Background: an optimization exercise with open tools, aiming at small area, a short achievable clock period and few clock cycles per item. Do not read the settings as production practice.
No activity file was given, so power comes from the tool's default toggle rates.

==> inputs of 03-13 <==
Design binary_neuron, start of the top module:
module binary_neuron (
    input  logic                    clk,
    input  logic                    reset,
    input  logic                    in_valid,
    output logic                    in_ready,
    input  logic [320:0]            in_req,
    output logic                    out_valid,
    input  logic                    out_ready,
    output logic [9:0]              out_sum
);
clock: 6.0 ns
lec_check: 0
cap_margin: 20
core_margin: 2
core_utilization: 40
setup_slack_margin: 3.6
slew_margin: 20
synth_hierarchical: 1
synth_minimum_keep_size: 0
standard.sh (not shown) runs the stock make flow with config.mk's settings and CLKGATE_MAP_FILE= SYNTH_SCRIPT=/design/flow/synth_recipe.tcl, a recipe that flattens the netlist after the stock synthesis.
==> flow/flow/run.sh <==
#!/bin/bash
# The standard layout (standard.sh: ORFS synthesis to final layout), with
# one change: the input and output ports are buffered with the smallest
# buffer, sky130_fd_sc_hd__buf_1, instead of the cell buffer_ports picks by
# default (clkdlybuf4s50_1).  Later repair steps may still resize them.
set -euo pipefail
export BUFFER_PORTS_ARGS="-buffer_cell sky130_fd_sc_hd__buf_1"
bash standard.sh > standard_flow.log 2>&1
==> inputs of 06-08, as changes to 03-13 <==
--- a/flow/design.v
+++ b/flow/design.v
@@ -3,16 +3,24 @@
     input  logic a,
     input  logic b,
     input  logic c,
     output logic s,
     output logic co
 );
     assign {co, s} = {1'b0, a} + {1'b0, b} + {1'b0, c};
 endmodule
+module csa_ha (
+    input  logic a,
+    input  logic b,
+    output logic s,
+    output logic co
+);
+    assign {co, s} = {1'b0, a} + {1'b0, b};
+endmodule
 `timescale 1ns/10ps
 module binary_neuron (
     input  logic                    clk,
     input  logic                    reset,
     input  logic                    in_valid,
     output logic                    in_ready,
     input  logic [320:0]            in_req,
     output logic                    out_valid,
@@ -208,17 +216,17 @@
     wire p1_62 = in_req[70] ^ (~in_req[2] & in_req[69]);
     wire p2_62 = in_req[71] ^ (~in_req[2] & (in_req[69] | in_req[70]));
     wire q3_62 = ~(in_req[72] ^ (~in_req[2] & (in_req[69] | in_req[70] | in_req[71])));
     wire p1_63 = in_req[66] ^ (~in_req[1] & in_req[65]);
     wire p2_63 = in_req[67] ^ (~in_req[1] & (in_req[65] | in_req[66]));
     wire q3_63 = ~(in_req[68] ^ (~in_req[1] & (in_req[65] | in_req[66] | in_req[67])));
     logic r1_s39, r1_s41, r1_s43, r1_s45, r1_s47, r1_s49, r1_s51, r1_s53, r1_s55, r1_s107, r1_c44, r1_c46, r1_c48, r1_c50, r1_c52, r1_c54, r1_c56, r1_s109, r1_s111, r1_s113, r1_s115, r1_s117, r1_s119, r1_s121, r1_s123, r1_s125, r1_s127, r1_s129, r1_s131, r1_s133, r1_s135, r1_c110, r1_c112, r1_c114, r1_c116, r1_c118, r1_c120, r1_c122, r1_c124, r1_c126, r1_c128, r1_c130, r1_c132, r1_c134, r1_c136, r1_s203, r1_s205, r1_s207, r1_s209, r1_s211, r1_s213, r1_s215, r1_s217, r1_s219, r1_s221, r1_s223, r1_s225, r1_s227, r1_s229, r1_s231, r1_s311, r1_s313, r1_c204, r1_c206, r1_c208, r1_c210, r1_c212, r1_c214, r1_c216, r1_c218, r1_c220, r1_c222, r1_c224, r1_c226, r1_c228, r1_c230, r1_c232, r1_s315, r1_s317, r1_s319, r1_s321, r1_s323, r1_s325, r1_s327, r1_s329, r1_s331, r1_s333, r1_s335, r1_s337, r1_s339, r1_s341, r1_c314, r1_c316, r1_c318, r1_c320, r1_c322, r1_c324, r1_c326, r1_c328, r1_c330, r1_c332, r1_c334, r1_c336, r1_c338, r1_c340, r1_c342, r1_s393, r1_s395, r1_s397, r1_s399, r1_s401, r1_s403, r1_s405, r1_c394, r1_c396, r1_c398, r1_c400, r1_c402, r1_c404, r1_c406;
     logic r2_s265, r2_s267, r2_s269, r2_s379, r2_c268, r2_s381, r2_c270, r2_s383, r2_s385, r2_c376, r2_c378, r2_c380, r2_s433, r2_c382, r2_s435, r2_s437, r2_s439, r2_c384, r2_c386, r2_s459, r2_s461, r2_s463, r2_c434, r2_c436, r2_c438, r2_s465, r2_c440, r2_s467, r2_s483, r2_c464, r2_c466, r2_c468, r2_s485, r2_c484, r2_c486, r2_s63, r2_s157, r2_s159;
-    logic r3_s447, r3_c392, r3_s449, r3_c448, r3_s475, r3_c450, r3_s477, r3_s489, r3_c476, r3_s491, r3_c478, r3_c492, r3_s499, r3_c498, r3_c500, r3_s63, r3_s157, r3_s271, r3_s391, r3_s159;
+    logic r3_s477, r3_c452, r3_s479, r3_c478, r3_s493, r3_c480, r3_c492, r3_s499, r3_c494, r3_c498, r3_c500, r3_s63, r3_s157, r3_s271, r3_s391, r3_s451, r3_s159;
     wire s1 = ~(in_req[317] ^ in_req[313]);
     wire c2 = in_req[317] | in_req[313];
     wire s3, c4;
     csa_fa u_s3 (.a(in_req[309]), .b(in_req[305]), .c(in_req[301]), .s(s3), .co(c4));
     wire s5, c6;
     csa_fa u_s5 (.a(in_req[297]), .b(in_req[293]), .c(in_req[289]), .s(s5), .co(c6));
     wire s7, c8;
     csa_fa u_s7 (.a(in_req[285]), .b(in_req[281]), .c(in_req[277]), .s(s7), .co(c8));
@@ -660,17 +668,17 @@
     csa_fa u_s443 (.a(r2_s433), .b(r2_c382), .c(r2_s435), .s(s443), .co(c444));
     wire s445, c446;
     csa_fa u_s445 (.a(r2_s437), .b(r2_s439), .c(r2_c384), .s(s445), .co(c446));
     wire s447, c448;
     csa_fa u_s447 (.a(r2_c386), .b(s441), .c(c388), .s(s447), .co(c448));
     wire s449, c450;
     csa_fa u_s449 (.a(s443), .b(c390), .c(s445), .s(s449), .co(c450));
     wire s451, c452;
-    csa_fa u_s451 (.a(r3_s447), .b(r3_c392), .c(r3_s449), .s(s451), .co(c452));
+    csa_fa u_s451 (.a(s447), .b(c392), .c(s449), .s(s451), .co(c452));
     wire s453 = ~(r1_c394 ^ r1_c396);
     wire c454 = r1_c394 | r1_c396;
     wire s455, c456;
     csa_fa u_s455 (.a(r1_c398), .b(r1_c400), .c(r1_c402), .s(s455), .co(c456));
     wire s457, c458;
     csa_fa u_s457 (.a(r1_c404), .b(r1_c406), .c(c408), .s(s457), .co(c458));
     wire s459, c460;
     csa_fa u_s459 (.a(c410), .b(c412), .c(c414), .s(s459), .co(c460));
@@ -688,72 +696,70 @@
     csa_fa u_s471 (.a(r2_c434), .b(r2_c436), .c(r2_c438), .s(s471), .co(c472));
     wire s473, c474;
     csa_fa u_s473 (.a(r2_s465), .b(r2_c440), .c(r2_s467), .s(s473), .co(c474));
     wire s475, c476;
     csa_fa u_s475 (.a(c442), .b(s469), .c(c444), .s(s475), .co(c476));
     wire s477, c478;
     csa_fa u_s477 (.a(s471), .b(s473), .c(c446), .s(s477), .co(c478));
     wire s479, c480;
-    csa_fa u_s479 (.a(r3_c448), .b(r3_s475), .c(r3_c450), .s(s479), .co(c480));
+    csa_fa u_s479 (.a(c448), .b(s475), .c(c450), .s(s479), .co(c480));
     wire s481, c482;
-    csa_fa u_s481 (.a(r3_s477), .b(c452), .c(s479), .s(s481), .co(c482));
+    csa_fa u_s481 (.a(r3_s477), .b(r3_c452), .c(r3_s479), .s(s481), .co(c482));
     wire s483 = ~(c454 ^ c456);
     wire c484 = c454 | c456;
     wire s485, c486;
     csa_fa u_s485 (.a(c458), .b(c460), .c(c462), .s(s485), .co(c486));
     wire s487, c488;
     csa_fa u_s487 (.a(r2_s483), .b(r2_c464), .c(r2_c466), .s(s487), .co(c488));
     wire s489, c490;
     csa_fa u_s489 (.a(r2_c468), .b(r2_s485), .c(c470), .s(s489), .co(c490));
     wire s491, c492;
     csa_fa u_s491 (.a(c472), .b(s487), .c(c474), .s(s491), .co(c492));
     wire s493, c494;
-    csa_fa u_s493 (.a(r3_s489), .b(r3_c476), .c(r3_s491), .s(s493), .co(c494));
+    csa_fa u_s493 (.a(s489), .b(c476), .c(s491), .s(s493), .co(c494));
     wire s495, c496;
-    csa_fa u_s495 (.a(r3_c478), .b(s493), .c(c480), .s(s495), .co(c496));
+    csa_fa u_s495 (.a(r3_c478), .b(r3_s493), .c(r3_c480), .s(s495), .co(c496));
     wire s497 = ~(r2_c484 ^ r2_c486);
     wire c498 = r2_c484 | r2_c486;
     wire s499, c500;
     csa_fa u_s499 (.a(c488), .b(s497), .c(c490), .s(s499), .co(c500));
     wire s501, c502;
-    csa_fa u_s501 (.a(r3_c492), .b(r3_s499), .c(c494), .s(s501), .co(c502));
+    csa_fa u_s501 (.a(r3_c492), .b(r3_s499), .c(r3_c494), .s(s501), .co(c502));
     wire s503 = ~(r3_c498 ^ r3_c500);
     wire c504 = r3_c498 | r3_c500;
-    wire [9:0] row_a = {c504, s503, s501, s495, s481, s451, r3_s391, r3_s271, r3_s157, r3_s63};
+    wire [9:0] row_a = {c504, s503, s501, s495, s481, r3_s451, r3_s391, r3_s271, r3_s157, r3_s63};
     wire [9:0] row_b = {1'b0, c502, c496, c482, 1'b0, 1'b0, 1'b0, 1'b0, r3_s159, 1'b0};
     wire [9:0] total = row_a + row_b;
-    logic [2:0] pending;         
-    logic [2:0] pending_next;
-    logic        accept, pop;
-    assign accept   = in_valid && in_ready;
-    assign pop      = out_valid && out_ready;
+    logic         accept, pop;
+    logic [4:0] pending, pending_next;
+    assign accept = in_valid && in_ready;
+    assign pop    = out_valid && out_ready;
     always_comb begin
-        pending_next = pending;
-        if (accept && !pop) begin
-            pending_next = pending + 1'b1;
-        end else if (pop && !accept) begin
-            pending_next = pending - 1'b1;
-        end
+        case ({accept, pop})
+            2'b10:   pending_next = {pending[3:0], 1'b1};
+            2'b01:   pending_next = {1'b0, pending[4:1]};
+            default: pending_next = pending;
+        endcase
     end
     always_ff @(posedge clk) begin
         if (reset) begin
             pending  <= '0;
             in_ready <= 1'b1;
         end else begin
             pending  <= pending_next;
-            in_ready <= (pending_next != 3'd5);
+            in_ready <= !pending_next[4];
         end
     end
     logic [3:1] stage_valid;
     always_ff @(posedge clk) begin
         if (reset) begin
             stage_valid <= '0;
         end else begin
-            stage_valid <= {stage_valid[3:1], accept};
+            stage_valid <= {stage_valid[2:1], accept};
         end
     end
     always_ff @(posedge clk) begin
         r1_s39 <= s39;
         r1_s41 <= s41;
         r1_s43 <= s43;
         r1_s45 <= s45;
         r1_s47 <= s47;
@@ -909,69 +915,77 @@
         r2_s485 <= s485;
         r2_c484 <= c484;
         r2_c486 <= c486;
         r2_s63 <= s63;
         r2_s157 <= s157;
         r2_s159 <= s159;
     end
     always_ff @(posedge clk) begin
-        r3_s447 <= s447;
-        r3_c392 <= c392;
-        r3_s449 <= s449;
-        r3_c448 <= c448;
-        r3_s475 <= s475;
-        r3_c450 <= c450;
         r3_s477 <= s477;
-        r3_s489 <= s489;
-        r3_c476 <= c476;
-        r3_s491 <= s491;
+        r3_c452 <= c452;
+        r3_s479 <= s479;
         r3_c478 <= c478;
+        r3_s493 <= s493;
+        r3_c480 <= c480;
         r3_c492 <= c492;
         r3_s499 <= s499;
+        r3_c494 <= c494;
         r3_c498 <= c498;
         r3_c500 <= c500;
         r3_s63 <= r2_s63;
         r3_s157 <= r2_s157;
         r3_s271 <= s271;
         r3_s391 <= s391;
+        r3_s451 <= s451;
         r3_s159 <= r2_s159;
     end
-    logic [9:0]    q_data [0:3];
-    logic [1:0]  q_wr, q_rd;
-    logic [2:0]  q_count;
-    logic          q_empty;
-    logic          result;          
-    logic          head_load;       
-    logic          q_push, q_pull;
+    logic [9:0]      q_data [0:3];
+    logic [3:0]    q_wr, q_rd, q_occ;
+    logic [9:0]      q_head;
+    logic            q_empty;
+    logic            result;        
+    logic            head_load;     
+    logic            q_push, q_pull;
     assign result    = stage_valid[3];
-    assign q_empty   = (q_count == '0);
+    assign q_empty   = !q_occ[0];
     assign head_load = !out_valid || out_ready;
     assign q_pull    = head_load && !q_empty;
     assign q_push    = result && !(head_load && q_empty);
     always_ff @(posedge clk) begin
         if (reset) begin
-            q_wr    <= '0;
-            q_rd    <= '0;
-            q_count <= '0;
+            q_wr  <= 4'd1;
+            q_rd  <= 4'd1;
+            q_occ <= '0;
         end else begin
-            if (q_push) q_wr <= (q_wr == 2'd3) ? '0 : q_wr + 1'b1;
-            if (q_pull) q_rd <= (q_rd == 2'd3) ? '0 : q_rd + 1'b1;
-            if (q_push && !q_pull) q_count <= q_count + 1'b1;
-            else if (q_pull && !q_push) q_count <= q_count - 1'b1;
+            if (q_push) q_wr <= {q_wr[2:0], q_wr[3]};
+            if (q_pull) q_rd <= {q_rd[2:0], q_rd[3]};
+            case ({q_push, q_pull})
+                2'b10:   q_occ <= {q_occ[2:0], 1'b1};
+                2'b01:   q_occ <= {1'b0, q_occ[3:1]};
+                default: ;
+            endcase
         end
     end
     always_ff @(posedge clk) begin
-        if (q_push) q_data[q_wr] <= total;
+        for (int i = 0; i < 4; i++) begin
+            if (q_push && q_wr[i]) q_data[i] <= total;
+        end
+    end
+    always_comb begin
+        q_head = '0;
+        for (int i = 0; i < 4; i++) begin
+            q_head = q_head | (q_data[i] & {10{q_rd[i]}});
+        end
     end
     always_ff @(posedge clk) begin
         if (reset) begin
             out_valid <= 1'b0;
         end else if (head_load) begin
             out_valid <= !q_empty || result;
         end
     end
     always_ff @(posedge clk) begin
         if (head_load) begin
-            out_sum <= q_empty ? total : q_data[q_rd];
+            out_sum <= q_empty ? total : q_head;
         end
     end
 endmodule
==> flow/flow/run.sh (replaced) <==
#!/bin/bash
# The standard layout (standard.sh: ORFS synthesis to final layout), with
# two changes:
#  - the input and output ports are buffered with the smallest buffer,
#    sky130_fd_sc_hd__buf_1, instead of the cell buffer_ports picks by default
#    (clkdlybuf4s50_1); later repair steps may still resize them;
#  - clock tree synthesis adds no dummy loads to the clock tree.
set -euo pipefail
export BUFFER_PORTS_ARGS="-buffer_cell sky130_fd_sc_hd__buf_1"
export CTS_ARGS="-sink_clustering_enable -repair_clock_nets -buf_list sky130_fd_sc_hd__clkbuf_8 -dont_use_dummy_load"
bash standard.sh > standard_flow.log 2>&1
Settings changed: CTS_BUF_LIST set to sky130_fd_sc_hd__clkbuf_8, SETUP_SLACK_MARGIN 3.6 to not set.
==> qor summary <==
|  | 06-08 | 03-13 |
|---|---|---|
| Ratio of total power to cell area | 480 nW/um^2 | 512 nW/um^2 |
| Non-clock buffering overhead in the final layout | 0.0746 | 0.0882 |
| Status | timing/DRC/antenna clean | timing/DRC/antenna clean |
| GR Layer Usage met2 | 0.346 | 0.346 |
| Sequential cells | 247 | 245 |
| Wire length per cell after detailed routing | 17.2 um | 17.4 um |
| Fin Clk Skew | 48.9 ps | 19.8 ps |
| Endpoint arrival time on the critical path | 2870 ps | 2910 ps |
| Relative area change from synthesis to final layout | 16.1% | 30.9% |
| Global-route wire length before repair | 53800 um | 54300 um |
| Worst setup slack after layout | 3490 ps | 3360 ps |
| RSZ-0062 raised after global routing | false | true |
| Power drawn by the sequential cells | 2940 uW | 3070 uW |
| Switching Fraction | 0.383 | 0.373 |
| Met3 Resource Use GR | 0.0292 | 0.0207 |
| Clock network contribution to total cell area | 0.0326 | 0.0432 |
| Htree depth | 2 | 1 |
| Routed length on met2 | 18500 um | 19000 um |
| CP startpoint kind | input port | register |
Function was not checked in any run of this note: the RTL went through the layout flow alone.

## re-timing with driven ports
How much do the figures lean on ideal ports? The routed layouts below were timed once more, with nothing changed but the port constraints. Step 1 (the two cells are an assumption about what drives the block):
set clk [get_ports {clk}]
set_driving_cell -lib_cell sky130_fd_sc_hd__clkbuf_16 $clk
set_driving_cell -lib_cell sky130_fd_sc_hd__buf_2 [delete_from_list [all_inputs] $clk]
Step 2 adds t to the input delays and takes it off the output delays; t is the mean of the earliest and latest rising clock arrival at the registers after step 1. Input paths then give back, and output paths get back, about the clock's delay inside the block. Three values: ideal ports, drivers, drivers and shift; two values: the first two.
run	t, ns	slack for setup (ns)	worst setup path after step 2	latest minus earliest clock arrival (ns)	worst register clock-pin slew, ns
03-13	0.570	3.361 / 3.361 / 3.002	input to register	0.020 / 0.020	0.07 / 0.07
06-08	0.542	3.490 / 3.500 / 2.958	input to register	0.062 / 0.062	0.06 / 0.06
After both steps every run listed still meets setup and hold. The setup slack of 06-08, which loses most, moves by +0.010 ns with the drivers and by -0.532 ns with both steps.
